This design comes from an exercise in tuning for small area, a short achievable clock period and few clock cycles per item on the open sky130 flow, not from production work. The RTL was checked by simulation tests, not by an equivalence proof against the original design. No activity file was given, so power comes from the tool's default toggle rates.

Setup of build 4:
// haptic_pattern_sequencer
module haptic_pattern_sequencer (
  input  logic               clk_i,
  input  logic               rst_ni,
  input  logic               cfg_valid_i,
  output logic               cfg_ready_o,
  input  logic [0:0]         cfg_index_i,
  input  logic [15:0]        cfg_data_i,
  input  logic               in_valid_i,
  output logic               in_stall_o,
  input  logic               func_i,
  input  logic signed [15:0] distance_i,
  output logic               out_valid_o,
  input  logic               out_stall_i,
  output logic [7:0]         motor_level_o,
  output logic               level_written_o,
  output logic               pattern_active_o,
  output logic               pattern_started_o
);
Size: about 670 cells after synthesis, roughly 53 I/O pins, ~5700 µm² of cells after synthesis.
export LEC_CHECK = 0
export ABC_AREA = 1
export CAP_MARGIN = 20
export CORE_MARGIN = 2
export CORE_UTILIZATION = 70
export SETUP_SLACK_MARGIN = 5
export SLEW_MARGIN = 20
create_clock -name core_clock -period 9.5 [get_ports {clk_i}]
standard.sh (not shown) runs the stock make flow with config.mk's settings and CLKGATE_MAP_FILE= SYNTH_SCRIPT=/design/flow/synth_recipe.tcl, a recipe that flattens the netlist after the stock synthesis.
==> flow/flow/run.sh <==
#!/bin/bash
# Standard layout, with the smallest buffer on each port, and a clock tree of larger sink
# clusters without dummy loads.
set -euo pipefail
bash standard.sh \
  "BUFFER_PORTS_ARGS=-buffer_cell sky130_fd_sc_hd__buf_1" \
  "CTS_ARGS=-sink_clustering_enable -repair_clock_nets -dont_use_dummy_load -buf_list {sky130_fd_sc_hd__clkbuf_4 sky130_fd_sc_hd__clkbuf_8} -sink_clustering_size 40 -sink_clustering_max_diameter 60" \
  finish > standard_flow.log 2>&1
Testbench counts of build 4, summed over its fixed seeds: cycles 32,024, beats 32,000.
Edits applied to the flow inputs when going from build 4 to build 42:
- a deleted ABC_AREA that had been 1
diff --git a/flow/flow/run.sh b/flow/flow/run.sh
--- a/flow/flow/run.sh
+++ b/flow/flow/run.sh
@@ -6,3 +6,4 @@
   "BUFFER_PORTS_ARGS=-buffer_cell sky130_fd_sc_hd__buf_1" \
   "CTS_ARGS=-sink_clustering_enable -repair_clock_nets -dont_use_dummy_load -buf_list {sky130_fd_sc_hd__clkbuf_4 sky130_fd_sc_hd__clkbuf_8} -sink_clustering_size 40 -sink_clustering_max_diameter 60" \
+  "SETUP_SLACK_MARGIN=6.05" \
   finish > standard_flow.log 2>&1
==> notes.md <==
The power reported for build 42 is greater than that of build 4 by 22%.
The number of nets produced by synthesis of build 42 is lower than that of build 4.
Of build 4 and build 42, the run reporting the lower switching share of power was build 42.
Area growth from synthesis to layout was higher in build 42 than in build 4.
Build 42 ends up with a signal arrival time at the worst endpoint that is 70 ps higher than in build 4.
Worst setup slack, build 4 and build 42, lower one = build 42.
Build 42 against build 4: length of routed met2 wiring went up, total power density per cell area picked up an extra about 16%, clock skew grew by 6.2 ps, power in combinational cells now sits higher.
Edits applied to the flow inputs when going from build 42 to build 28:
- an added ABC_AREA of 1
==> notes.md <==
Delta (build 28 minus build 42): fraction of the mapped netlist area in compound gates has increased, via count has increased, multi-input logic cell count has increased, worst hold path stage count has increased.
Max cell area after layout across build 28 and build 42: build 42
Taking build 42 as the reference, in build 28 multi-input gate share of total cell area shrank by 5.4 points; first-pass GRT wire length moved up.
Of build 28 and build 42, the run reporting the lower flip-flop and latch share of the layout cell area was build 42.
Build 28 ended up with a lower critical path data arrival time than build 42 did.
Total wirelength of the detailed-routed design in build 28 is 6.8% below build 42.
Setup changes, build 28 to build 77
diff --git a/flow/flow/run.sh b/flow/flow/run.sh
--- a/flow/flow/run.sh
+++ b/flow/flow/run.sh
@@ -6,4 +6,4 @@
   "BUFFER_PORTS_ARGS=-buffer_cell sky130_fd_sc_hd__buf_1" \
   "CTS_ARGS=-sink_clustering_enable -repair_clock_nets -dont_use_dummy_load -buf_list {sky130_fd_sc_hd__clkbuf_4 sky130_fd_sc_hd__clkbuf_8} -sink_clustering_size 40 -sink_clustering_max_diameter 60" \
-  "SETUP_SLACK_MARGIN=6.05" \
+  "SETUP_SLACK_MARGIN=6.2" \
   finish > standard_flow.log 2>&1
Findings:
- The higher logic depth of the worst path, buffers included came out of build 77.
- Logic gate share of total power (build 77 over build 28): increase, 3.4 points
- Diff build 28 -> build 77: buffer count excluding the clock tree in the final layout now sits higher, number of post-CTS setup repair buffers rose 2, finished layout cell area increased by 180 µm² relative to the old numbers.
- Global-route usage of build 28 is on par with build 77.
- Total leakage power on build 77 is behind build 28.
- Of the two candidates, build 28 has the better worst setup slack and build 77 the worse one.
- Build 77 -> build 28: proportion of register bits with asynchronous set or reset after synthesis delta 0, exact match

========
== quartz ==
Another version of the RTL of haptic_pattern_sequencer (not shown whole).
For scale: ~500 cells after synthesis, about 53 I/O pins, about 5500 sq um of cells after synthesis.
Settings: LEC_CHECK=0, CAP_MARGIN=20, CORE_MARGIN=2, CORE_UTILIZATION=70, CTS_BUF_LIST=sky130_fd_sc_hd__clkbuf_4 sky130_fd_sc_hd__clkbuf_8, SETUP_SLACK_MARGIN=5, SLEW_MARGIN=20; clock period 9.5 ns.
run.sh (not shown) runs the stock make flow with config.mk's settings and CLKGATE_MAP_FILE= SYNTH_SCRIPT=/design/flow/synth_recipe.tcl, a recipe that flattens the netlist after the stock synthesis.
Stock flow here: none of the scripts above is used.
Testbench counts of quartz, summed over its fixed seeds: cycles 32,024, beats 32,000.
What tundra does differently from quartz at the input level:
- CTS_BUF_LIST removed (was sky130_fd_sc_hd__clkbuf_4 sky130_fd_sc_hd__clkbuf_8)
- ABC_AREA newly set to 1
==> flow/flow/run.sh (new file) <==
#!/bin/bash
# Standard layout, with the smallest buffer on each port, and a clock tree of larger sink
# clusters without dummy loads.
set -euo pipefail
bash standard.sh \
  "BUFFER_PORTS_ARGS=-buffer_cell sky130_fd_sc_hd__buf_1" \
  "CTS_ARGS=-sink_clustering_enable -repair_clock_nets -dont_use_dummy_load -buf_list {sky130_fd_sc_hd__clkbuf_4 sky130_fd_sc_hd__clkbuf_8} -sink_clustering_size 40 -sink_clustering_max_diameter 60" \
  finish > standard_flow.log 2>&1
==> flow/standard.sh (new file) <==
#!/bin/bash
# synth_recipe.tcl (not shown) runs the flow's synth.tcl, then flattens the netlist and writes it again
# the make line also repeats each setting of config.mk as NAME=value (left out here)
make -C /OpenROAD-flow-scripts/flow DESIGN_CONFIG=/design/flow/config.mk WORK_HOME=/design/flow/orfs CLKGATE_MAP_FILE= SYNTH_SCRIPT=/design/flow/synth_recipe.tcl "${@:-finish}"
removed: flow/run.sh
Notes after the runs:
Number of cells on the worst reg-to-reg path: lower on tundra. Growth of design area from synthesis to finish: tundra < quartz. As of tundra, placeable core region had risen slightly compared to quartz. Comparing quartz and tundra, the lower total wirelength of the detailed-routed design was measured on tundra. Fraction of power spent switching nets: tundra vs quartz up 3.8 points. Diff quartz -> tundra | first-pass GRT wire length | down by a few percent. Going from quartz to tundra, portion of total power attributed to combinational logic grows by 0.3 points. Taking quartz as the reference, in tundra fraction of met3 tracks used by global routing went down by 1.0 points; synthesized cell count went up by 30%. Looking at layout inverter count without the clock tree, tundra sits 130% above quartz. Between quartz and tundra, the clock network fraction of total power is lower for tundra.
Edits applied to the flow inputs when going from tundra to nickel:
- clearing ABC_AREA, which used to be 1
- putting CTS_BUF_LIST at sky130_fd_sc_hd__clkbuf_4 sky130_fd_sc_hd__clkbuf_8 where nothing was set
Findings:
The adder and majority cell fraction of the synthesized area in nickel sits 2.0 points above the value recorded for tundra. Final area of nickel falls short of that of tundra slightly. Maximum frequency essentially unchanged between nickel and tundra. Re sequential fraction of total cell area: nickel is 0.15 points up on tundra. Wire: nickel routes less than tundra.

afterwards: timing with drivers on the ports:
No port has a modelled driver above. Below, the same layouts with a new extraction and two added sets of constraints. Step 1 (the two cells are an assumption about what drives the block):
set clk [get_ports {clk_i}]
set_driving_cell -lib_cell sky130_fd_sc_hd__clkbuf_16 $clk
set_driving_cell -lib_cell sky130_fd_sc_hd__buf_2 [delete_from_list [all_inputs] $clk]
Step 2, shift: input delay + t, output delay - t, t = (earliest + latest rising clock arrival at the registers) / 2. This alone moves slack from input paths to output paths. Slacks: ideal / step 1 / step 2; pairs: ideal / step 1.
| run | t, ns | setup WS [ns] | worst setup path after step 2 |
|---|---|---|---|
| build 4 | 0.380 | 6.029 / 6.029 / 5.840 | input to register |
| build 42 | 0.379 | 5.994 / 5.994 / 5.843 | input to register |
| build 28 | 0.378 | 6.215 / 6.215 / 5.869 | input to register |
| build 77 | 0.381 | 6.157 / 6.157 / 6.038 | input to register |
| quartz | 0.397 | 5.686 / 5.686 / 5.686 | register to register |
| tundra | 0.389 | 5.713 / 5.713 / 5.713 | register to register |
| nickel | 0.382 | 5.723 / 5.723 / 5.723 | register to register |
After both steps every run listed still meets setup and hold. The setup slack of build 28, which loses most, moves by 0.000 ns with the drivers and by -0.346 ns with both steps.
